Context: an optimization exercise on an open-source flow, tuned for a short achievable clock period and few clock cycles. The choices shown serve that exercise and are no tape-out recipe. In this exercise RTL edits were held to simulation tests only and were not proved equivalent to the original. No activity file was given, so power comes from the tool's default toggle rates.

==> flow/design.v <==
`default_nettype none
package cpu_pkg;
    localparam int data_w = 16;
    localparam int reg_w = 4;
    localparam int reg_cnt = 1 << reg_w;
    localparam int op_w = 4;
    localparam int cond_w = 3;
    localparam int imm_w = 8;
    localparam int off_w = 9;
    localparam int dmem_depth = 256;
    localparam int dmem_aw = $clog2(dmem_depth);
    localparam logic [data_w-1:0] pc_step = 16'd2;
    localparam logic [data_w-1:0] sat_max = 16'h7fff;
    localparam logic [data_w-1:0] sat_min = 16'h8000;
    localparam logic [op_w-1:0] op_add = 4'h0;
    localparam logic [op_w-1:0] op_sub = 4'h1;
    localparam logic [op_w-1:0] op_xor = 4'h2;
    localparam logic [op_w-1:0] op_sll = 4'h4;
    localparam logic [op_w-1:0] op_sra = 4'h5;
    localparam logic [op_w-1:0] op_ror = 4'h6;
    localparam logic [op_w-1:0] op_lw  = 4'h8;
    localparam logic [op_w-1:0] op_sw  = 4'h9;
    localparam logic [op_w-1:0] op_llb = 4'ha;
    localparam logic [op_w-1:0] op_lhb = 4'hb;
    localparam logic [op_w-1:0] op_b   = 4'hc;
    localparam logic [op_w-1:0] op_hlt = 4'hf;
    localparam logic [cond_w-1:0] cond_ne = 3'd0;
    localparam logic [cond_w-1:0] cond_eq = 3'd1;
    localparam logic [cond_w-1:0] cond_gt = 3'd2;
    localparam logic [cond_w-1:0] cond_lt = 3'd3;
    localparam logic [cond_w-1:0] cond_ge = 3'd4;
    localparam logic [cond_w-1:0] cond_le = 3'd5;
    localparam logic [cond_w-1:0] cond_ov = 3'd6;
    localparam logic [cond_w-1:0] cond_un = 3'd7;
    typedef union packed {
        struct packed {
            logic [op_w-1:0]  opcode;
            logic [reg_w-1:0] rd;
            logic [reg_w-1:0] rs;
            logic [reg_w-1:0] rt;
        } r;
        struct packed {
            logic [op_w-1:0]  opcode;
            logic [reg_w-1:0] rd;
            logic [imm_w-1:0] imm;
        } i;
        struct packed {
            logic [op_w-1:0]   opcode;
            logic [cond_w-1:0] cond;
            logic [off_w-1:0]  off;
        } b;
    } instr_u;
    typedef struct packed {
        logic z;
        logic v;
        logic n;
    } flags_t;
endpackage
`default_nettype wire
`default_nettype none
module cpu_decode (
    input  logic                       clk,
    input  logic                       rst_n,
    output logic [cpu_pkg::data_w-1:0] imem_addr,
    input  cpu_pkg::instr_u            imem_data,
    input  logic                       redirect,
    input  logic [cpu_pkg::data_w-1:0] target,
    output logic                       dx_valid,
    output cpu_pkg::instr_u            dx_instr,
    output logic [cpu_pkg::data_w-1:0] dx_pc_next,
    output logic [cpu_pkg::reg_w-1:0]  dx_rs_idx,
    output logic [cpu_pkg::reg_w-1:0]  dx_rt_idx,
    output logic [cpu_pkg::data_w-1:0] dx_rs_data,
    output logic [cpu_pkg::data_w-1:0] dx_rt_data,
    output logic                       dx_wr_en,
    input  logic                       wb_wr_en,
    input  logic [cpu_pkg::reg_w-1:0]  wb_wr_reg,
    input  logic [cpu_pkg::data_w-1:0] wb_wr_data
);
    localparam int data_w  = cpu_pkg::data_w;
    localparam int reg_w   = cpu_pkg::reg_w;
    localparam int reg_cnt = cpu_pkg::reg_cnt;
    logic [data_w-1:0] pc;
    logic [data_w-1:0] pc_next;
    logic              halted;
    logic              is_hlt;
    logic              slot_ok;
    logic [data_w-1:0] regs [reg_cnt];
    logic              wr_ok;
    logic [reg_w-1:0]  rs_idx;
    logic [reg_w-1:0]  rt_idx;
    logic              writes_reg;
    assign imem_addr = pc;
    assign pc_next   = pc + cpu_pkg::pc_step;
    assign is_hlt    = (imem_data.r.opcode == cpu_pkg::op_hlt);
    assign slot_ok   = !halted && !redirect;
    always_ff @(posedge clk or negedge rst_n) begin
        if (!rst_n) begin
            pc     <= '0;
            halted <= 1'b0;
        end else begin
            if (redirect) begin
                pc <= target;
            end else if (!halted && !is_hlt) begin
                pc <= pc_next;
            end
            if (slot_ok && is_hlt) begin
                halted <= 1'b1;
            end
        end
    end
    assign wr_ok = wb_wr_en && (wb_wr_reg != '0);
    always_ff @(posedge clk or negedge rst_n) begin
        if (!rst_n) begin
            for (int i = 0; i < reg_cnt; i++) begin
                regs[i] <= '0;
            end
        end else if (wr_ok) begin
            regs[wb_wr_reg] <= wb_wr_data;
        end
    end
    assign dx_rs_data = (wr_ok && wb_wr_reg == rs_idx) ? wb_wr_data : regs[rs_idx];
    assign dx_rt_data = (wr_ok && wb_wr_reg == rt_idx) ? wb_wr_data : regs[rt_idx];
    always_comb begin
        rs_idx     = '0;
        rt_idx     = '0;
        writes_reg = 1'b0;
        case (imem_data.r.opcode)
            cpu_pkg::op_add, cpu_pkg::op_sub, cpu_pkg::op_xor: begin
                rs_idx     = imem_data.r.rs;
                rt_idx     = imem_data.r.rt;
                writes_reg = 1'b1;
            end
            cpu_pkg::op_sll, cpu_pkg::op_sra, cpu_pkg::op_ror, cpu_pkg::op_lw: begin
                rs_idx     = imem_data.r.rs;
                writes_reg = 1'b1;
            end
            cpu_pkg::op_sw: begin
                rs_idx = imem_data.r.rs;
                rt_idx = imem_data.r.rd;
            end
            cpu_pkg::op_llb, cpu_pkg::op_lhb: begin
                rs_idx     = imem_data.r.rd;
                writes_reg = 1'b1;
            end
            default: begin
                writes_reg = 1'b0;
            end
        endcase
    end
    assign dx_valid   = slot_ok;
    assign dx_instr   = imem_data;
    assign dx_pc_next = pc_next;
    assign dx_rs_idx  = rs_idx;
    assign dx_rt_idx  = rt_idx;
    assign dx_wr_en   = slot_ok && writes_reg && (imem_data.r.rd != '0);
endmodule
`default_nettype wire
`default_nettype none
module cpu_execute (
    input  logic                       clk,
    input  logic                       rst_n,
    input  logic                       dx_valid,
    input  cpu_pkg::instr_u            dx_instr,
    input  logic [cpu_pkg::data_w-1:0] dx_pc_next,
    input  logic [cpu_pkg::reg_w-1:0]  dx_rs_idx,
    input  logic [cpu_pkg::reg_w-1:0]  dx_rt_idx,
    input  logic [cpu_pkg::data_w-1:0] dx_rs_data,
    input  logic [cpu_pkg::data_w-1:0] dx_rt_data,
    input  logic                       dx_wr_en,
    output logic                       xr_valid,
    output logic [cpu_pkg::op_w-1:0]   xr_opcode,
    output logic [cpu_pkg::reg_w-1:0]  xr_rd,
    output logic                       xr_wr_en,
    output logic [cpu_pkg::data_w-1:0] xr_alu_out,
    output logic [cpu_pkg::data_w-1:0] xr_store_data,
    input  logic                       wb_wr_en,
    input  logic [cpu_pkg::reg_w-1:0]  wb_wr_reg,
    input  logic [cpu_pkg::data_w-1:0] wb_wr_data,
    output logic                       redirect,
    output logic [cpu_pkg::data_w-1:0] target
);
    localparam int data_w = cpu_pkg::data_w;
    localparam int reg_w  = cpu_pkg::reg_w;
    localparam int op_w   = cpu_pkg::op_w;
    localparam int imm_w  = cpu_pkg::imm_w;
    localparam int off_w  = cpu_pkg::off_w;
    logic              ex_valid;
    logic              ex_wr_en;
    cpu_pkg::instr_u   ex_instr;
    logic [data_w-1:0] ex_pc_next;
    logic [reg_w-1:0]  ex_rs_idx;
    logic [reg_w-1:0]  ex_rt_idx;
    logic [data_w-1:0] ex_rs_data;
    logic [data_w-1:0] ex_rt_data;
    logic [op_w-1:0]   ex_op;
    logic [data_w-1:0] src_a;
    logic [data_w-1:0] src_b;
    logic [data_w-1:0] add_raw;
    logic [data_w-1:0] sub_raw;
    logic              add_ovf;
    logic              sub_ovf;
    logic [2*data_w-1:0] rot;
    logic [data_w-1:0] mem_off;
    logic [data_w-1:0] br_off;
    logic [data_w-1:0] alu_out;
    cpu_pkg::flags_t   flags;
    cpu_pkg::flags_t   flags_nxt;
    logic              cond_ok;
    always_ff @(posedge clk or negedge rst_n) begin
        if (!rst_n) begin
            ex_valid <= 1'b0;
            ex_wr_en <= 1'b0;
        end else begin
            ex_valid <= dx_valid;
            ex_wr_en <= dx_wr_en;
        end
    end
    always_ff @(posedge clk) begin
        ex_instr   <= dx_instr;
        ex_pc_next <= dx_pc_next;
        ex_rs_idx  <= dx_rs_idx;
        ex_rt_idx  <= dx_rt_idx;
        ex_rs_data <= dx_rs_data;
        ex_rt_data <= dx_rt_data;
    end
    assign ex_op = ex_instr.r.opcode;
    assign src_a = (wb_wr_en && wb_wr_reg == ex_rs_idx && ex_rs_idx != '0) ?
                   wb_wr_data : ex_rs_data;
    assign src_b = (wb_wr_en && wb_wr_reg == ex_rt_idx && ex_rt_idx != '0) ?
                   wb_wr_data : ex_rt_data;
    assign add_raw = src_a + src_b;
    assign sub_raw = src_a - src_b;
    assign add_ovf = (src_a[data_w-1] == src_b[data_w-1])
                  && (add_raw[data_w-1] != src_a[data_w-1]);
    assign sub_ovf = (src_a[data_w-1] != src_b[data_w-1])
                  && (sub_raw[data_w-1] != src_a[data_w-1]);
    assign rot     = {src_a, src_a} >> ex_instr.r.rt;
    assign mem_off = {{(data_w-5){ex_instr.r.rt[3]}}, ex_instr.r.rt, 1'b0};
    always_comb begin
        alu_out   = src_a;
        flags_nxt = flags;
        case (ex_op)
            cpu_pkg::op_add: begin
                alu_out     = add_ovf ? (src_a[data_w-1] ? cpu_pkg::sat_min : cpu_pkg::sat_max)
                                      : add_raw;
                flags_nxt.z = (alu_out == '0);
                flags_nxt.v = add_ovf;
                flags_nxt.n = alu_out[data_w-1];
            end
            cpu_pkg::op_sub: begin
                alu_out     = sub_ovf ? (src_a[data_w-1] ? cpu_pkg::sat_min : cpu_pkg::sat_max)
                                      : sub_raw;
                flags_nxt.z = (alu_out == '0);
                flags_nxt.v = sub_ovf;
                flags_nxt.n = alu_out[data_w-1];
            end
            cpu_pkg::op_xor: begin
                alu_out     = src_a ^ src_b;
                flags_nxt.z = (alu_out == '0);
            end
            cpu_pkg::op_sll: begin
                alu_out     = src_a << ex_instr.r.rt;
                flags_nxt.z = (alu_out == '0);
            end
            cpu_pkg::op_sra: begin
                alu_out     = $signed(src_a) >>> ex_instr.r.rt;
                flags_nxt.z = (alu_out == '0);
            end
            cpu_pkg::op_ror: begin
                alu_out     = rot[data_w-1:0];
                flags_nxt.z = (alu_out == '0);
            end
            cpu_pkg::op_lw, cpu_pkg::op_sw: begin
                alu_out = {src_a[data_w-1:1], 1'b0} + mem_off;
            end
            cpu_pkg::op_llb: begin
                alu_out = {src_a[data_w-1:imm_w], ex_instr.i.imm};
            end
            cpu_pkg::op_lhb: begin
                alu_out = {ex_instr.i.imm, src_a[imm_w-1:0]};
            end
            default: begin
                alu_out = src_a;
            end
        endcase
    end
    always_ff @(posedge clk or negedge rst_n) begin
        if (!rst_n) begin
            flags <= '0;
        end else if (ex_valid) begin
            flags <= flags_nxt;
        end
    end
    always_comb begin
        cond_ok = 1'b1;
        case (ex_instr.b.cond)
            cpu_pkg::cond_ne: cond_ok = !flags.z;
            cpu_pkg::cond_eq: cond_ok = flags.z;
            cpu_pkg::cond_gt: cond_ok = !flags.z && !flags.n;
            cpu_pkg::cond_lt: cond_ok = flags.n;
            cpu_pkg::cond_ge: cond_ok = !flags.n;
            cpu_pkg::cond_le: cond_ok = flags.z || flags.n;
            cpu_pkg::cond_ov: cond_ok = flags.v;
            cpu_pkg::cond_un: cond_ok = 1'b1;
            default: cond_ok = 1'b1;
        endcase
    end
    assign br_off   = {{(data_w-off_w-1){ex_instr.b.off[off_w-1]}}, ex_instr.b.off, 1'b0};
    assign target   = ex_pc_next + br_off;
    assign redirect = ex_valid && (ex_op == cpu_pkg::op_b) && cond_ok;
    always_ff @(posedge clk or negedge rst_n) begin
        if (!rst_n) begin
            xr_valid <= 1'b0;
            xr_wr_en <= 1'b0;
        end else begin
            xr_valid <= ex_valid;
            xr_wr_en <= ex_valid && ex_wr_en;
        end
    end
    always_ff @(posedge clk) begin
        xr_opcode     <= ex_op;
        xr_rd         <= ex_instr.r.rd;
        xr_alu_out    <= alu_out;
        xr_store_data <= src_b;
    end
endmodule
`default_nettype wire
`default_nettype none
module cpu_result (
    input  logic                       clk,
    input  logic                       rst_n,
    input  logic                       xr_valid,
    input  logic [cpu_pkg::op_w-1:0]   xr_opcode,
    input  logic [cpu_pkg::reg_w-1:0]  xr_rd,
    input  logic                       xr_wr_en,
    input  logic [cpu_pkg::data_w-1:0] xr_alu_out,
    input  logic [cpu_pkg::data_w-1:0] xr_store_data,
    output logic                       wb_wr_en,
    output logic [cpu_pkg::reg_w-1:0]  wb_wr_reg,
    output logic [cpu_pkg::data_w-1:0] wb_wr_data,
    output logic                       hlt
);
    localparam int data_w     = cpu_pkg::data_w;
    localparam int dmem_depth = cpu_pkg::dmem_depth;
    localparam int dmem_aw    = cpu_pkg::dmem_aw;
    logic [data_w-1:0]  dmem [dmem_depth];
    logic [dmem_aw-1:0] dm_idx;
    logic               hlt_q;
    logic               hlt_now;
    assign dm_idx = xr_alu_out[dmem_aw:1];
    always_ff @(posedge clk) begin
        if (xr_valid && xr_opcode == cpu_pkg::op_sw) begin
            dmem[dm_idx] <= xr_store_data;
        end
    end
    assign wb_wr_en   = xr_wr_en;
    assign wb_wr_reg  = xr_rd;
    assign wb_wr_data = (xr_opcode == cpu_pkg::op_lw) ? dmem[dm_idx] : xr_alu_out;
    assign hlt_now = xr_valid && (xr_opcode == cpu_pkg::op_hlt);
    always_ff @(posedge clk or negedge rst_n) begin
        if (!rst_n) begin
            hlt_q <= 1'b0;
        end else if (hlt_now) begin
            hlt_q <= 1'b1;
        end
    end
    assign hlt = hlt_q || hlt_now;
endmodule
`default_nettype wire
`default_nettype none
module cpu (
    input  logic                       clk,
    input  logic                       rst_n,
    output logic [cpu_pkg::data_w-1:0] imem_addr,
    input  logic [cpu_pkg::data_w-1:0] imem_data,
    output logic                       hlt,
    output logic                       wb_en,
    output logic [cpu_pkg::reg_w-1:0]  wb_reg,
    output logic [cpu_pkg::data_w-1:0] wb_data
);
    localparam int data_w = cpu_pkg::data_w;
    localparam int reg_w  = cpu_pkg::reg_w;
    localparam int op_w   = cpu_pkg::op_w;
    logic              redirect;
    logic [data_w-1:0] target;
    logic              dx_valid;
    cpu_pkg::instr_u   dx_instr;
    logic [data_w-1:0] dx_pc_next;
    logic [reg_w-1:0]  dx_rs_idx;
    logic [reg_w-1:0]  dx_rt_idx;
    logic [data_w-1:0] dx_rs_data;
    logic [data_w-1:0] dx_rt_data;
    logic              dx_wr_en;
    logic              xr_valid;
    logic [op_w-1:0]   xr_opcode;
    logic [reg_w-1:0]  xr_rd;
    logic              xr_wr_en;
    logic [data_w-1:0] xr_alu_out;
    logic [data_w-1:0] xr_store_data;
    logic              wb_wr_en;
    logic [reg_w-1:0]  wb_wr_reg;
    logic [data_w-1:0] wb_wr_data;
    cpu_decode u_decode (
        .clk        (clk),
        .rst_n      (rst_n),
        .imem_addr  (imem_addr),
        .imem_data  (imem_data),
        .redirect   (redirect),
        .target     (target),
        .dx_valid   (dx_valid),
        .dx_instr   (dx_instr),
        .dx_pc_next (dx_pc_next),
        .dx_rs_idx  (dx_rs_idx),
        .dx_rt_idx  (dx_rt_idx),
        .dx_rs_data (dx_rs_data),
        .dx_rt_data (dx_rt_data),
        .dx_wr_en   (dx_wr_en),
        .wb_wr_en   (wb_wr_en),
        .wb_wr_reg  (wb_wr_reg),
        .wb_wr_data (wb_wr_data)
    );
    cpu_execute u_execute (
        .clk           (clk),
        .rst_n         (rst_n),
        .dx_valid      (dx_valid),
        .dx_instr      (dx_instr),
        .dx_pc_next    (dx_pc_next),
        .dx_rs_idx     (dx_rs_idx),
        .dx_rt_idx     (dx_rt_idx),
        .dx_rs_data    (dx_rs_data),
        .dx_rt_data    (dx_rt_data),
        .dx_wr_en      (dx_wr_en),
        .xr_valid      (xr_valid),
        .xr_opcode     (xr_opcode),
        .xr_rd         (xr_rd),
        .xr_wr_en      (xr_wr_en),
        .xr_alu_out    (xr_alu_out),
        .xr_store_data (xr_store_data),
        .wb_wr_en      (wb_wr_en),
        .wb_wr_reg     (wb_wr_reg),
        .wb_wr_data    (wb_wr_data),
        .redirect      (redirect),
        .target        (target)
    );
    cpu_result u_result (
        .clk           (clk),
        .rst_n         (rst_n),
        .xr_valid      (xr_valid),
        .xr_opcode     (xr_opcode),
        .xr_rd         (xr_rd),
        .xr_wr_en      (xr_wr_en),
        .xr_alu_out    (xr_alu_out),
        .xr_store_data (xr_store_data),
        .wb_wr_en      (wb_wr_en),
        .wb_wr_reg     (wb_wr_reg),
        .wb_wr_data    (wb_wr_data),
        .hlt           (hlt)
    );
    assign wb_en   = wb_wr_en;
    assign wb_reg  = wb_wr_reg;
    assign wb_data = wb_wr_data;
endmodule
`default_nettype wire
==> flow/run.sh <==
#!/bin/bash
# synth_recipe.tcl (not shown) runs the flow's synth.tcl, then flattens the netlist and writes it again
# the make line also repeats each setting of config.mk as NAME=value (left out here)
make -C /OpenROAD-flow-scripts/flow DESIGN_CONFIG=/design/flow/config.mk WORK_HOME=/design/flow/orfs CLKGATE_MAP_FILE= SYNTH_SCRIPT=/design/flow/synth_recipe.tcl finish
==> flow/config.mk <==
export PLATFORM = sky130hd
export DESIGN_NAME = cpu
export DESIGN_NICKNAME = cpu
export VERILOG_FILES = /design/flow/design.v
export SDC_FILE = /design/flow/constraint.sdc
export NUM_CORES = 4
export LEC_CHECK = 0
export CAP_MARGIN = 20
export CORE_MARGIN = 2
export CORE_UTILIZATION = 45
export PLACE_DENSITY = 0.6
export SLEW_MARGIN = 20
export SYNTH_MEMORY_MAX_BITS = 8192
==> flow/constraint.sdc <==
create_clock -name core_clock -period 8.0 [get_ports {clk}]
set_input_delay 1.6000 -clock core_clock [delete_from_list [all_inputs] [get_ports {clk}]]
set_output_delay 1.6000 -clock core_clock [all_outputs]
set_load 0.01 [all_outputs]
==> run summary <==
layer usage:
layer,track usage (%),vias up,part of all wire (%)
met2,42.4,5951,46
met1,38.5,55100,40
met4,9.97,8,4.1
met5,0,-,0.010
met3,6.04,1083,10
li1,-,42300,-
worst paths after layout:
path                                          from                    to  slack [ns]  cells after the start
setup reg to reg           u_execute.xr_alu_out[2]    u_execute.flags[2]        0.17                     33
setup / recovery           u_execute.xr_alu_out[2]    u_execute.flags[2]        0.17                     33
max in group asynchronous                    rst_n  u_decode.regs[3][11]        6.23                      2
hold reg to reg             u_execute.ex_instr[11]    u_execute.xr_rd[3]        0.39                      0
hold / removal              u_execute.ex_instr[11]    u_execute.xr_rd[3]        0.39                      0
min in group asynchronous                    rst_n   u_decode.regs[0][1]        0.52                      1
through the flow:
stage	cell area [um2]	power, W	hold slack, ns
2_1_floorplan	181000	0.0330	0.329
3_5_place_dp	193000	0.0376	0.381
4_1_cts	208000	0.0587	0.391
6_report	209000	0.0588	0.389
3_3_place_gp	193000	0.0375	0.376
5_1_grt	209000	0.0603	0.403
synth_stat cells, drive strengths merged (17+ instances only):
cell	n	share of area, %
edfxtp	4096	68
mux2i	735	4.1
mux4	695	8.7
a22oi	649	2.7
nor2	498	1.0
buf	339	1.3
clkbuf	298	0.62
dfrtp	281	3.9
nand2	249	0.52
a21oi	247	0.69
mux2	245	1.5
nand3	196	0.55
o21ai	160	0.44
dfxtp	112	1.2
o22ai	91	0.31
a22o	86	0.42
nand4	86	0.30
a221oi	77	0.38
inv	76	0.16
ha	59	0.41
xnor2	59	0.29
a31oi	45	0.16
nor3	44	0.12
a211oi	41	0.18
and3	27	0.093
nand2b	27	0.093
o31ai	27	0.11
xor2	27	0.13
nor2b	24	0.083
a41oi	21	0.11
a21o	20	0.083
o221ai	19	0.092
a21boi	17	0.073
area by class of cell:
| class | instances | area share (%) |
|---|---|---|
| flip-flops and latches | 4489 | 63.2 |
| multi-input cells | 4716 | 22.1 |
| clock buffers | 537 | 5.60 |
| repair buffers | 985 | 4.37 |
| well taps | 5265 | 3.14 |
| clock inverters | 300 | 1.46 |
| inverters | 77 | 0.138 |
| diodes | 12 | 0.0143 |
what timing repair did:
item / CTS / global route
setup buffers: 8 / 11
pin swaps: 1 / 17
hold buffers: 0 / 0
gates resized for setup: 36 / 81
cloned: 1 / 8
endpoints found under the setup margin: 20 / 18
where the power goes:
group | leakage, nW | switching (W) | internal (W) | total, W
Combinational | 20.9 | 0.00660 | 0.00385 | 0.0105
Clock | 7.21 | 0.00918 | 0.0120 | 0.0212
Sequential | 42.1 | 0.000549 | 0.0266 | 0.0271
Total | 70.2 | 0.0163 | 0.0424 | 0.0588
state kept, by name, summed over array words and instances (netlist names), 3 cells and up:
register                 flops
u_execute.ex_rs_data        16
u_execute.xr_store_data     16
u_decode.regs              256
u_decode.pc                 16
u_execute.xr_rd              4
u_execute.flags              3
u_execute.xr_opcode          4
u_execute.ex_rs_idx          4
u_execute.ex_pc_next        16
u_execute.ex_rt_idx          4
u_execute.ex_rt_data        16
u_result.dmem             4096
u_execute.ex_instr          16
u_execute.xr_alu_out        16
layout by cell type, fill, tap and decap left out, drive strengths merged, types with 41 or more instances in the layout:
cell type      instances
xnor2                 59
nand3                196
nand4                 86
a22o                  86
o21ai                160
inv                   95
mux2i                735
a21oi                247
a31oi                 45
bufinv                47
nor3                  44
buf                  922
clkbuf               545
a211oi                41
clkinv               217
edfxtp              4096
dfrtp                281
dfxtp                112
a22oi                649
nor2                 498
a221oi                77
nand2                249
mux2                 245
ha                    59
clkdlybuf4s50         54
mux4                 695
o22ai                 91
cell families after synthesis:
group,synth area share [%]
muxes,14.3
DFF,73.1
and+or+nand+nor,3.24
xor gates and xnor gates,0.416
adders and majority gates,0.469
buffers and inverters,2.06
AOI/OAI and AO/OA,6.40
==> run summary <==
| Item | Value | Unit |
|:---|:---|:---|
| Result of the run | complete, no violations | - |
| Cell area power density | 281 | mW/mm2 |
| Count of TritonRoute iterations in the first routing pass | 12 | - |
| Row count | 232 | - |
| Min Tclk post-route | 7.83 | ns |
| Fill cell total of the finished layout | 31300 | - |
| Dominant synthesized flop cell | sky130_fd_sc_hd__edfxtp_1 | - |
| Post-Route Setup TNS | 0 | ns |
| Via count of the first global-routing pass | 102000 | - |
| Flip-flop and latch area | 0.132 | mm2 |
| Area of the mapped netlist | 0.181 | mm2 |
| Pin count of the biggest net entering global routing | 209 | - |
| Count of synthesis-stage warnings from yosys | 4 | - |
| Leakage Power | 70.2 | nW |
| Hold violation count in the final report | 0 | - |
| Highest attainable clock frequency | 128 | MHz |
| Via total after detailed routing | 104000 | - |
| Overall die width | 638 | um |
| Starting density of the core | 45.2 | % |
| Slowest cell delay on critical path | 0.41 | ns |
| Class of the tightest hold or removal check | flop to flop | - |
| Final core occ | 52.4 | % |
| Transition time of the tightest slew-check pin | 1.24 | ns |
| Post-route clock skew | 0.0623 | ns |
| Initial antenna violation count | 29 | - |
| Type of destination of the critical path | flop | - |
| Synthesis-to-layout area growth | 15.8 | % |
| Register area share after synthesis | 73.1 | % |
| Final period utilization | 97.9 | % |
| Final-stage net count | 10800 | - |
| H-tree depth | 5 | - |
| Die Area | 0.407 | mm2 |
| Worst rel slew slack | 16.7 | % |
| Family with the most delay on the worst path | compound AO/OA/AOI/OAI gates | - |
| Largest driver fanout on the critical path | 36 | - |
| Kind of launch point of the worst setup path | flop | - |
| Async set-or-reset flop fraction in the synthesized netlist | 6.26 | % |
| Worst voltage drop across the vdd grid | 211 | uV |
| IO Port Bufs | 55 | - |
| First-pass GRT wire length | 795000 | um |
| Data required, critical path | 8.90 | ns |
| Setup WS pre-CTS | -0.947 | ns |
| Clock Root Buffer | sky130_fd_sc_hd__clkbuf_16 | - |
| Total length of routed wires | 571000 | um |
| Cell total after placement | 15500 | - |
| Num CTS Buffers | 450 | - |
| Height of the die | 638 | um |
| Max-cap check violation count | 0 | - |
| GRT Resource Usage Total | 27.5 | % |
| Post-synthesis net count | 10000 | - |
| WL/cell | 34.9 | um |
| Total half-perimeter wirelength after legalization and detailed placement | 361000 | um |
| Via density | 6.37 | - |
| Area of combinational cells with multiple inputs | 0.0463 | mm2 |
| Number of pins with negative max-slew slack in the final report | 0 | - |
| Worst setup path category | flop to flop | - |
| Number of enable-type register cells in the synthesized netlist | 4096 | - |
| Drt drc | 0 | - |
| Synthesized area per cell | 18.2 | um2 |
| TritonCTS clock tree | done | - |
| Sinks on Clock Net | 4489 | - |
| Signal arrival time at the worst endpoint | 8.73 | ns |
| PnR worst setup slack | 0.165 | ns |
| CP max-delay cell | sky130_fd_sc_hd__or4_1 | - |
| Clock transition at the register clock pins on the worst setup and hold paths after CTS | 0.06 | ns |
| Residual overflow from global routing | 0 | - |
| Layout cell share with drive strength beyond 1 | 25.7 | % |
| Syn Inst Count | 9919 | - |
| Number of setup violations in the final report | 0 | - |
| Total buffers and inverters traversed by the critical path | 7 | - |
| Final GP Congestion | 0.963 | - |
| ANT nets after route | 0 | - |
| Unique cell type count in the Yosys netlist | 110 | - |
| Worst-skew pair later-pin latency | 1.03 | ns |
| Violation count after the first detailed-routing iteration | 15100 | - |
| Count of pins on the block boundary | 56 | - |
| Core ar. | 0.400 | mm2 |
| Flop and latch count out of synthesis | 4489 | - |
| Number of non-filler instances in the completed layout | 16400 | - |
| Clk buf depth | 4 | - |
Testbench counts, summed over its fixed seeds: cycles 58,528.

## afterwards: timing with drivers on the ports
No port has a modelled driver above. Below, the same layout with a new extraction and two added sets of constraints.
Step 1: set_driving_cell puts a clkbuf_16 on clk and a buf_2 on each other input, an assumption about the parent block.
Step 2, shift: input delay + t, output delay - t, t = (earliest + latest rising clock arrival at the registers) / 2. This alone moves slack from input paths to output paths.
Three values: ideal ports, drivers, drivers and shift; two values: the first two.
shift t [ns]: 1.099
setup WS [ns]: 0.165 / 0.078 / 0.165
latest minus earliest clock arrival (ns): 0.090 / 0.090
cell pins on the clock port's net: 1
After both steps this run still meets setup and hold. The setup slack of this run moves by -0.087 ns with the drivers and by 0.000 ns with both steps.
